From an optimization exercise on the open Yosys and OpenROAD flow, aimed at small area, a short achievable clock period and few clock cycles; shortcuts taken in it are not production practice.
Where RTL was checked, it was by simulation tests only, not by an equivalence proof against the original.
Power is estimated from default activity; no workload was simulated.

==> inputs of 10-16 <==
## lcd_img_ctrl
module lcd_img_ctrl #(
   parameter int unsigned IMG_W = 8,
   parameter int unsigned DW    = 8,
   parameter int unsigned AW    = 6
) (
   input  logic          clk,
   input  logic          reset,
   input  logic [3:0]    cmd,
   input  logic          cmd_valid,
   output logic          IROM_rd,
   output logic [AW-1:0] IROM_A,
   input  logic [DW-1:0] IROM_Q,
   output logic          IRAM_valid,
   output logic [DW-1:0] IRAM_D,
   output logic [AW-1:0] IRAM_A,
   output logic          busy,
   output logic          done
);
==> flow/config.mk <==
export PLATFORM = sky130hd
export DESIGN_NAME = lcd_img_ctrl
export DESIGN_NICKNAME = lcd_img_ctrl
export VERILOG_FILES = /design/flow/design.v
export SDC_FILE = /design/flow/constraint.sdc
export NUM_CORES = 4
export LEC_CHECK = 0
export CAP_MARGIN = 20
export CELL_PAD_IN_SITES_DETAIL_PLACEMENT = 0
export CELL_PAD_IN_SITES_GLOBAL_PLACEMENT = 1
export CORE_MARGIN = 2
export CORE_UTILIZATION = 50
export PLACE_DENSITY = 0.75
export SLEW_MARGIN = 20
==> flow/constraint.sdc <==
create_clock -name core_clock -period 12.0 [get_ports {clk}]
set_input_delay 2.4000 -clock core_clock [delete_from_list [all_inputs] [get_ports {clk}]]
set_output_delay 2.4000 -clock core_clock [all_outputs]
set_load 0.01 [all_outputs]
standard.sh (not shown) runs the stock make flow with config.mk's settings and CLKGATE_MAP_FILE= SYNTH_SCRIPT=/design/flow/synth_recipe.tcl, a recipe that flattens the netlist after the stock synthesis.
==> flow/flow/run.sh <==
#!/bin/bash
# Own flow: the standard layout (standard synthesis, floorplan, placement, CTS, routing)
# at the design's clock period and constraints, with repair_timing asked to leave extra
# setup margin so that it also speeds up paths that already meet the 12 ns clock.
# The make output goes to flow_make.log here; each ORFS step keeps its own log under orfs/logs.
set -euo pipefail
bash standard.sh SETUP_SLACK_MARGIN=7.5 finish > flow_make.log 2>&1
==> 10-19: changes against 10-16 <==
--- a/flow/design.v
+++ b/flow/design.v
@@ -105,13 +105,13 @@
          row = 3'd0;
          for (int c = 0; c < 8; c++) begin
             if (colW[c] && (c % 2) == k % 2) col = 3'(c);
             if (rowW[c] && (c % 2) == k / 2) row = 3'(c);
          end
          wa_cls[k] = {row, col};
-         rd_cls[k] = img[{row, col}];
+         rd_cls[k] = img[{row[2:1], k[1], col[2:1], k[0]}];
       end
    end
    logic [3:0] byp;
    always_comb begin
       for (int k = 0; k < 4; k++)
          byp[k] = rv1 & rowW[ra1[5:3]] & colW[ra1[2:0]] & (ra1[0] == k[0]) & (ra1[3] == k[1]);
@@ -223,19 +223,32 @@
       if (|wneed)          begin lfound = 1'b1;        laddr = pick_win;       end
       else if (pick_nb[6]) begin lfound = 1'b1;        laddr = pick_nb[5:0];   end
       else                 begin lfound = pick_any[6]; laddr = pick_any[5:0]; end
    end
    logic [NPIX-1:0] dirty_c;
    logic [6:0]      pick_far, pick_dirty;
-   logic [3:0] chg;
+   logic [15:0] eqm;                    
+   logic [3:0]  chg, unch;
    logic [NPIX-1:0] dset_s2;
    always_comb begin
-      for (int k = 0; k < 4; k++) chg[k] = r_cls[k] != w_q[k];
+      for (int i = 0; i < 4; i++)
+         for (int j = 0; j < 4; j++)
+            eqm[i*4+j] = (i == j) ? 1'b1 : (w_q[i] == w_q[j]);
+      for (int k = 0; k < 4; k++) begin
+         unch[k] = s2_avg & eqm[0*4+1] & eqm[0*4+2] & eqm[0*4+3];
+         for (int i = 0; i < 4; i++) begin
+            if ((s2_mx & mxw[i]) | (s2_mn & mnw[i]) | (s2_perm & (s2_src[k*2 +: 2] == 2'(i))))
+               unch[k] = unch[k] | eqm[i*4+k];
+         end
+         chg[k] = ~unch[k];
+      end
       for (int p = 0; p < NPIX; p++) dset_s2[p] = we_s2[p] & chg[{(p / 8) % 2 == 1, p % 2 == 1}];
    end
-   assign dirty_c    = (dirty_v & ~({NPIX{wv1}} & dec64(wa1))) | dset_s2;
+   logic [NPIX-1:0] dirty_k;             
+   assign dirty_k    = dirty_v & ~({NPIX{wv1}} & dec64(wa1));
+   assign dirty_c    = dirty_k;
    assign pick_far   = pe64(dirty_c & ~nbmask);
    assign pick_dirty = pe64(dirty_c);
    logic all_quiet;
    assign all_quiet = fin_q & ~s1_v & ~s2_v & ~(|dirty_v) & (&req_v) & ~IROM_rd & ~rv1 & ~wv1;
    always_ff @(posedge clk) begin
       for (int k = 0; k < 4; k++) begin
@@ -248,13 +261,13 @@
       s2_avg  <= s1_op == 4'h7;
       s2_perm <= s1_op >= 4'h8;
       s2_src  <= s1_src;
       colS2   <= colW;
       rowS2   <= rowW;
       req_q   <= req_n;
-      dirty_q <= (dirty_c | we_ld) & ~{NPIX{fresh_q}};
+      dirty_q <= (dirty_k | dset_s2 | we_ld) & ~{NPIX{fresh_q}};
       IRAM_D <= img[wa1];
       IRAM_A <= wa1;
       ra1    <= IROM_A;
       wa1    <= pick_far[6] ? pick_far[5:0] : pick_dirty[5:0];
    end
    always_ff @(posedge clk or posedge reset) begin
==> flow/flow/run.sh (replaced) <==
#!/bin/bash
# Own flow: the standard layout (standard synthesis, floorplan, placement, CTS, routing)
# at the design's clock period and constraints, with repair_timing asked to leave extra
# setup margin so that it also speeds up paths that already meet the 12 ns clock.
# The make output goes to flow_make.log here; each ORFS step keeps its own log under orfs/logs.
set -euo pipefail
bash standard.sh SETUP_SLACK_MARGIN=8 finish > flow_make.log 2>&1
Settings changed: CELL_PAD_IN_SITES_DETAIL_PLACEMENT 0 to 1, CELL_PAD_IN_SITES_GLOBAL_PLACEMENT 1 to 2, CORE_UTILIZATION 50 to 33, CTS_BUF_LIST set to sky130_fd_sc_hd__clkbuf_4 sky130_fd_sc_hd__clkbuf_8, PLACE_DENSITY 0.75 to 0.38.
==> 09-04: changes against 10-16 <==
--- a/flow/design.v
+++ b/flow/design.v
@@ -105,13 +105,13 @@
          row = 3'd0;
          for (int c = 0; c < 8; c++) begin
             if (colW[c] && (c % 2) == k % 2) col = 3'(c);
             if (rowW[c] && (c % 2) == k / 2) row = 3'(c);
          end
          wa_cls[k] = {row, col};
-         rd_cls[k] = img[{row, col}];
+         rd_cls[k] = img[{row[2:1], k[1], col[2:1], k[0]}];
       end
    end
    logic [3:0] byp;
    always_comb begin
       for (int k = 0; k < 4; k++)
          byp[k] = rv1 & rowW[ra1[5:3]] & colW[ra1[2:0]] & (ra1[0] == k[0]) & (ra1[3] == k[1]);
@@ -174,14 +174,14 @@
    always_comb begin
       for (int c = 0; c < 4; c++) begin
          colS2m4[c] = s2_v & (colS2[c] | colS2[c+4]);
          rowS2m4[c] = rowS2[c] | rowS2[c+4];
       end
    end
-   logic ld_conf, ld_ok;
-   assign ld_conf = colS2m4[ra1[1:0]] & rowS2m4[ra1[4:3]];
+   logic ld_conf, ld_ok, ld_conf_q;
+   assign ld_conf = ld_conf_q;
    assign ld_ok   = rv1 & ~ld_conf;
    logic [DW-1:0] lane [16];            
    always_comb begin
       for (int l = 0; l < 16; l++) begin
          if (colS2m4[l%4] & rowS2m4[l/4]) lane[l] = r_cls[{l[2], l[0]}];
          else                             lane[l] = IROM_Q;
@@ -223,19 +223,32 @@
       if (|wneed)          begin lfound = 1'b1;        laddr = pick_win;       end
       else if (pick_nb[6]) begin lfound = 1'b1;        laddr = pick_nb[5:0];   end
       else                 begin lfound = pick_any[6]; laddr = pick_any[5:0]; end
    end
    logic [NPIX-1:0] dirty_c;
    logic [6:0]      pick_far, pick_dirty;
-   logic [3:0] chg;
+   logic [15:0] eqm;                    
+   logic [3:0]  chg, unch;
    logic [NPIX-1:0] dset_s2;
    always_comb begin
-      for (int k = 0; k < 4; k++) chg[k] = r_cls[k] != w_q[k];
+      for (int i = 0; i < 4; i++)
+         for (int j = 0; j < 4; j++)
+            eqm[i*4+j] = (i == j) ? 1'b1 : (w_q[i] == w_q[j]);
+      for (int k = 0; k < 4; k++) begin
+         unch[k] = s2_avg & eqm[0*4+1] & eqm[0*4+2] & eqm[0*4+3];
+         for (int i = 0; i < 4; i++) begin
+            if ((s2_mx & mxw[i]) | (s2_mn & mnw[i]) | (s2_perm & (s2_src[k*2 +: 2] == 2'(i))))
+               unch[k] = unch[k] | eqm[i*4+k];
+         end
+         chg[k] = ~unch[k];
+      end
       for (int p = 0; p < NPIX; p++) dset_s2[p] = we_s2[p] & chg[{(p / 8) % 2 == 1, p % 2 == 1}];
    end
-   assign dirty_c    = (dirty_v & ~({NPIX{wv1}} & dec64(wa1))) | dset_s2;
+   logic [NPIX-1:0] dirty_k;             
+   assign dirty_k    = dirty_v & ~({NPIX{wv1}} & dec64(wa1));
+   assign dirty_c    = dirty_k;
    assign pick_far   = pe64(dirty_c & ~nbmask);
    assign pick_dirty = pe64(dirty_c);
    logic all_quiet;
    assign all_quiet = fin_q & ~s1_v & ~s2_v & ~(|dirty_v) & (&req_v) & ~IROM_rd & ~rv1 & ~wv1;
    always_ff @(posedge clk) begin
       for (int k = 0; k < 4; k++) begin
@@ -248,13 +261,15 @@
       s2_avg  <= s1_op == 4'h7;
       s2_perm <= s1_op >= 4'h8;
       s2_src  <= s1_src;
       colS2   <= colW;
       rowS2   <= rowW;
       req_q   <= req_n;
-      dirty_q <= (dirty_c | we_ld) & ~{NPIX{fresh_q}};
+      dirty_q <= (dirty_k | dset_s2 | we_ld) & ~{NPIX{fresh_q}};
+      ld_conf_q <= s1_adv & (colW[IROM_A[1:0]] | colW[{1'b1, IROM_A[1:0]}]) &
+                            (rowW[IROM_A[4:3]] | rowW[{1'b1, IROM_A[4:3]}]);
       IRAM_D <= img[wa1];
       IRAM_A <= wa1;
       ra1    <= IROM_A;
       wa1    <= pick_far[6] ? pick_far[5:0] : pick_dirty[5:0];
    end
    always_ff @(posedge clk or posedge reset) begin
==> flow/flow/run.sh (replaced) <==
#!/bin/bash
# Own flow: the standard layout (standard synthesis, floorplan, placement, CTS, routing)
# at the design's clock period and constraints, with repair_timing asked to leave extra
# setup margin so that it also speeds up paths that already meet the 12 ns clock. Buffer
# removal is skipped in repair_timing so that no net is left close to its slew limit.
# The make output goes to flow_make.log here; each ORFS step keeps its own log under orfs/logs.
set -euo pipefail
bash standard.sh SETUP_SLACK_MARGIN=8 SKIP_BUFFER_REMOVAL=1 finish > flow_make.log 2>&1
Settings changed: CAP_MARGIN 20 to 25, CELL_PAD_IN_SITES_DETAIL_PLACEMENT 0 to 1, CELL_PAD_IN_SITES_GLOBAL_PLACEMENT 1 to 2, CORE_UTILIZATION 50 to 33, CTS_BUF_LIST set to sky130_fd_sc_hd__clkbuf_8, CTS_CLUSTER_DIAMETER set to 50, CTS_CLUSTER_SIZE set to 14, PLACE_DENSITY 0.75 to 0.38, SLEW_MARGIN 20 to 25.
==> results by group <==
Synth
  • Syn_area_per_cell: 9.46 um2
  • Proportion of synthesized area in mux cells: 0.0150
  • Number of instances in the synthesized netlist: 4676
  • Proportion of register bits with asynchronous set or reset after synthesis: 0.0522
  • Sequential area share after synthesis: 0.468
  • Synth Area in Simple Gates: 0.172
  • Unique masters post-synth: 102

Floorplanning
  • Die boundary height: 370 um
  • Initial core utilization: 0.332

Global routing
  • Gr usage total: 0.455
  • Largest net degree at the start of global routing: 67

Place
  • Post-DP HPWL: 239 mm
  • Inst Count DP: 6458

Clock tree
  • Post-CTS repair timing setup buffer count: 63

Status
  • Status: complete, no violations
The numbers above come from 09-04.

==> results by group <==
Synth
  • Proportion of synthesized area in mux cells: 0.0120
  • Proportion of register bits with asynchronous set or reset after synthesis: 0.0522
  • Total of flip-flops plus latches after synthesis: 766
  • Syn_area_per_cell: 9.23 um2
  • Area share of fa/ha/maj cells after synthesis: 0.0222
  • Sequential area share after synthesis: 0.454
  • Cell Area, Synth: 45500 um2
  • Synth Area in Simple Gates: 0.177
  • Number of instances in the synthesized netlist: 4932
  • Yosys Warn Count: 7

Floorplanning
  • Die boundary height: 306 um
  • Initial core utilization: 0.505

Status
  • First reported error: [ERROR GRT-0232] Routing congestion too high. Check the congestion heatmap in the GUI.
  • Failing step: global routing
  • Status: aborted with a tool error

Place
  • Final weighted congestion of routability-driven global placement: 1.27
  • Inst Count DP: 6062
  • Post-DP HPWL: 218 mm
  • Port buffer count: 38

Global routing
  • Largest net degree at the start of global routing: 83

Clock tree
  • # hold bufs at CTS: 0
The numbers above come from 10-16.

==> results by group <==
Place
  • Post-DP HPWL: 252 mm

STA
  • Post-route worst hold slack: 492 ps
  • Final TNS setup: 0 ps

Synth
  • Sequential area share after synthesis: 0.465
  • Synth Area in Simple Gates: 0.167
  • Proportion of synthesized area in mux cells: 0.0121
  • Proportion of register bits with asynchronous set or reset after synthesis: 0.0522

Status
  • Status: complete, no violations

Floorplanning
  • Die boundary height: 371 um
  • Initial core utilization: 0.333

Clock tree
  • Post-CTS repair timing setup buffer count: 58
  • Resize count post-CTS: 342

Global routing
  • Largest net degree at the start of global routing: 62
  • Gr usage total: 0.479

Power
  • Power in sequential cells: 2.98 mW
The numbers above come from 10-19.

Testbench counts of 10-19, summed over its fixed seeds: cycles 4,436.
Testbench counts of 09-04, summed over its fixed seeds: cycles 4,436.
For 10-16, only the layout was checked, not whether the RTL still works.

---

==> inputs of run E <==
lcd_img_ctrl with an RTL version that a note above also has.
clock: 12.0 ns
lec_check: 0
cap_margin: 25
cell_pad_in_sites_detail_placement: 1
cell_pad_in_sites_global_placement: 2
core_margin: 2
core_utilization: 40
cts_buf_list: sky130_fd_sc_hd__clkbuf_8
cts_cluster_diameter: 50
cts_cluster_size: 14
place_density: 0.48
slew_margin: 25
==> flow/flow/run.sh <==
#!/bin/bash
# Own flow: the standard layout (standard synthesis, floorplan, placement, CTS, routing)
# at the design's clock period and constraints, with repair_timing asked to leave extra
# setup margin so that it also speeds up paths that already meet the 12 ns clock. Buffer
# removal is skipped in repair_timing so that no net is left close to its slew limit.
# The make output goes to flow_make.log here; each ORFS step keeps its own log under orfs/logs.
set -euo pipefail
bash standard.sh SETUP_SLACK_MARGIN=8 SKIP_BUFFER_REMOVAL=1 finish > flow_make.log 2>&1
==> run D: changes against run E <==
--- a/flow/design.v
+++ b/flow/design.v
@@ -105,13 +105,13 @@
          row = 3'd0;
          for (int c = 0; c < 8; c++) begin
             if (colW[c] && (c % 2) == k % 2) col = 3'(c);
             if (rowW[c] && (c % 2) == k / 2) row = 3'(c);
          end
          wa_cls[k] = {row, col};
-         rd_cls[k] = img[{row[2:1], k[1], col[2:1], k[0]}];
+         rd_cls[k] = img[{row, col}];
       end
    end
    logic [3:0] byp;
    always_comb begin
       for (int k = 0; k < 4; k++)
          byp[k] = rv1 & rowW[ra1[5:3]] & colW[ra1[2:0]] & (ra1[0] == k[0]) & (ra1[3] == k[1]);
@@ -174,14 +174,14 @@
    always_comb begin
       for (int c = 0; c < 4; c++) begin
          colS2m4[c] = s2_v & (colS2[c] | colS2[c+4]);
          rowS2m4[c] = rowS2[c] | rowS2[c+4];
       end
    end
-   logic ld_conf, ld_ok, ld_conf_q;
-   assign ld_conf = ld_conf_q;
+   logic ld_conf, ld_ok;
+   assign ld_conf = colS2m4[ra1[1:0]] & rowS2m4[ra1[4:3]];
    assign ld_ok   = rv1 & ~ld_conf;
    logic [DW-1:0] lane [16];            
    always_comb begin
       for (int l = 0; l < 16; l++) begin
          if (colS2m4[l%4] & rowS2m4[l/4]) lane[l] = r_cls[{l[2], l[0]}];
          else                             lane[l] = IROM_Q;
@@ -223,32 +223,13 @@
       if (|wneed)          begin lfound = 1'b1;        laddr = pick_win;       end
       else if (pick_nb[6]) begin lfound = 1'b1;        laddr = pick_nb[5:0];   end
       else                 begin lfound = pick_any[6]; laddr = pick_any[5:0]; end
    end
    logic [NPIX-1:0] dirty_c;
    logic [6:0]      pick_far, pick_dirty;
-   logic [15:0] eqm;                    
-   logic [3:0]  chg, unch;
-   logic [NPIX-1:0] dset_s2;
-   always_comb begin
-      for (int i = 0; i < 4; i++)
-         for (int j = 0; j < 4; j++)
-            eqm[i*4+j] = (i == j) ? 1'b1 : (w_q[i] == w_q[j]);
-      for (int k = 0; k < 4; k++) begin
-         unch[k] = s2_avg & eqm[0*4+1] & eqm[0*4+2] & eqm[0*4+3];
-         for (int i = 0; i < 4; i++) begin
-            if ((s2_mx & mxw[i]) | (s2_mn & mnw[i]) | (s2_perm & (s2_src[k*2 +: 2] == 2'(i))))
-               unch[k] = unch[k] | eqm[i*4+k];
-         end
-         chg[k] = ~unch[k];
-      end
-      for (int p = 0; p < NPIX; p++) dset_s2[p] = we_s2[p] & chg[{(p / 8) % 2 == 1, p % 2 == 1}];
-   end
-   logic [NPIX-1:0] dirty_k;             
-   assign dirty_k    = dirty_v & ~({NPIX{wv1}} & dec64(wa1));
-   assign dirty_c    = dirty_k;
+   assign dirty_c    = (dirty_v & ~({NPIX{wv1}} & dec64(wa1))) | we_s2;
    assign pick_far   = pe64(dirty_c & ~nbmask);
    assign pick_dirty = pe64(dirty_c);
    logic all_quiet;
    assign all_quiet = fin_q & ~s1_v & ~s2_v & ~(|dirty_v) & (&req_v) & ~IROM_rd & ~rv1 & ~wv1;
    always_ff @(posedge clk) begin
       for (int k = 0; k < 4; k++) begin
@@ -261,15 +242,13 @@
       s2_avg  <= s1_op == 4'h7;
       s2_perm <= s1_op >= 4'h8;
       s2_src  <= s1_src;
       colS2   <= colW;
       rowS2   <= rowW;
       req_q   <= req_n;
-      dirty_q <= (dirty_k | dset_s2 | we_ld) & ~{NPIX{fresh_q}};
-      ld_conf_q <= s1_adv & (colW[IROM_A[1:0]] | colW[{1'b1, IROM_A[1:0]}]) &
-                            (rowW[IROM_A[4:3]] | rowW[{1'b1, IROM_A[4:3]}]);
+      dirty_q <= (dirty_c | we_ld) & ~{NPIX{fresh_q}};
       IRAM_D <= img[wa1];
       IRAM_A <= wa1;
       ra1    <= IROM_A;
       wa1    <= pick_far[6] ? pick_far[5:0] : pick_dirty[5:0];
    end
    always_ff @(posedge clk or posedge reset) begin
==> flow/run.sh (new file) <==
#!/bin/bash
# synth_recipe.tcl (not shown) runs the flow's synth.tcl, then flattens the netlist and writes it again
# the make line also repeats each setting of config.mk as NAME=value (left out here)
make -C /OpenROAD-flow-scripts/flow DESIGN_CONFIG=/design/flow/config.mk WORK_HOME=/design/flow/orfs CLKGATE_MAP_FILE= SYNTH_SCRIPT=/design/flow/synth_recipe.tcl finish
Settings changed: CAP_MARGIN 25 to 20, CORE_UTILIZATION 40 to 60, CTS_BUF_LIST sky130_fd_sc_hd__clkbuf_8 to unset, CTS_CLUSTER_DIAMETER 50 to unset, CTS_CLUSTER_SIZE 14 to unset, PLACE_DENSITY 0.48 to 0.7, SLEW_MARGIN 25 to 20.
removed: flow/flow/run.sh
removed: flow/standard.sh
==> comparison <==
Run E ran to the end with no violations. Run D failed in global placement without I/O. Against run E, the synthesized area of run D is larger by 1.1%. Between run D and run E, the lower synthesized cell count is in run E (gap 1.6%, measured against run E).
Testbench counts of run E, summed over its fixed seeds: cycles 4,436.
Testbench counts of run D, summed over its fixed seeds: cycles 4,547.

[afterwards: timing with drivers on the ports]
In the flow no input, the clock included, has a driving cell. The finished layouts below were timed again as built, in two steps. Step 1: set_driving_cell puts a clkbuf_16 on clk and a buf_2 on each other input, an assumption about the parent block. Step 2 adds t to the input delays and takes it off the output delays; t is the mean of the earliest and latest rising clock arrival at the registers after step 1. Input paths then give back, and output paths get back, about the clock's delay inside the block. a / b / c = ideal ports / drivers / drivers and shift; a / b = the first two.
run | t (ns) | slack for setup (ns) | hold WS [ns] | slew at the worst register clock pin (ns) | worst slew at a driven data input, ns
10-19 | 1.020 | 7.868 / 7.830 / 7.275 | 0.492 / 0.492 / 0.492 | 0.07 / 0.07 | 0.04
09-04 | 0.974 | 7.801 / 7.801 / 7.300 | 0.490 / 0.490 / 0.490 | 0.10 / 0.10 | 0.06
run E | 0.914 | 7.826 / 7.826 / 7.392 | 0.453 / 0.453 / 0.453 | 0.10 / 0.10 | 0.04
After both steps every run listed still meets setup and hold. For 10-19, which loses most, drivers alone change the setup slack by -0.038 ns; drivers and shift together by -0.593 ns.
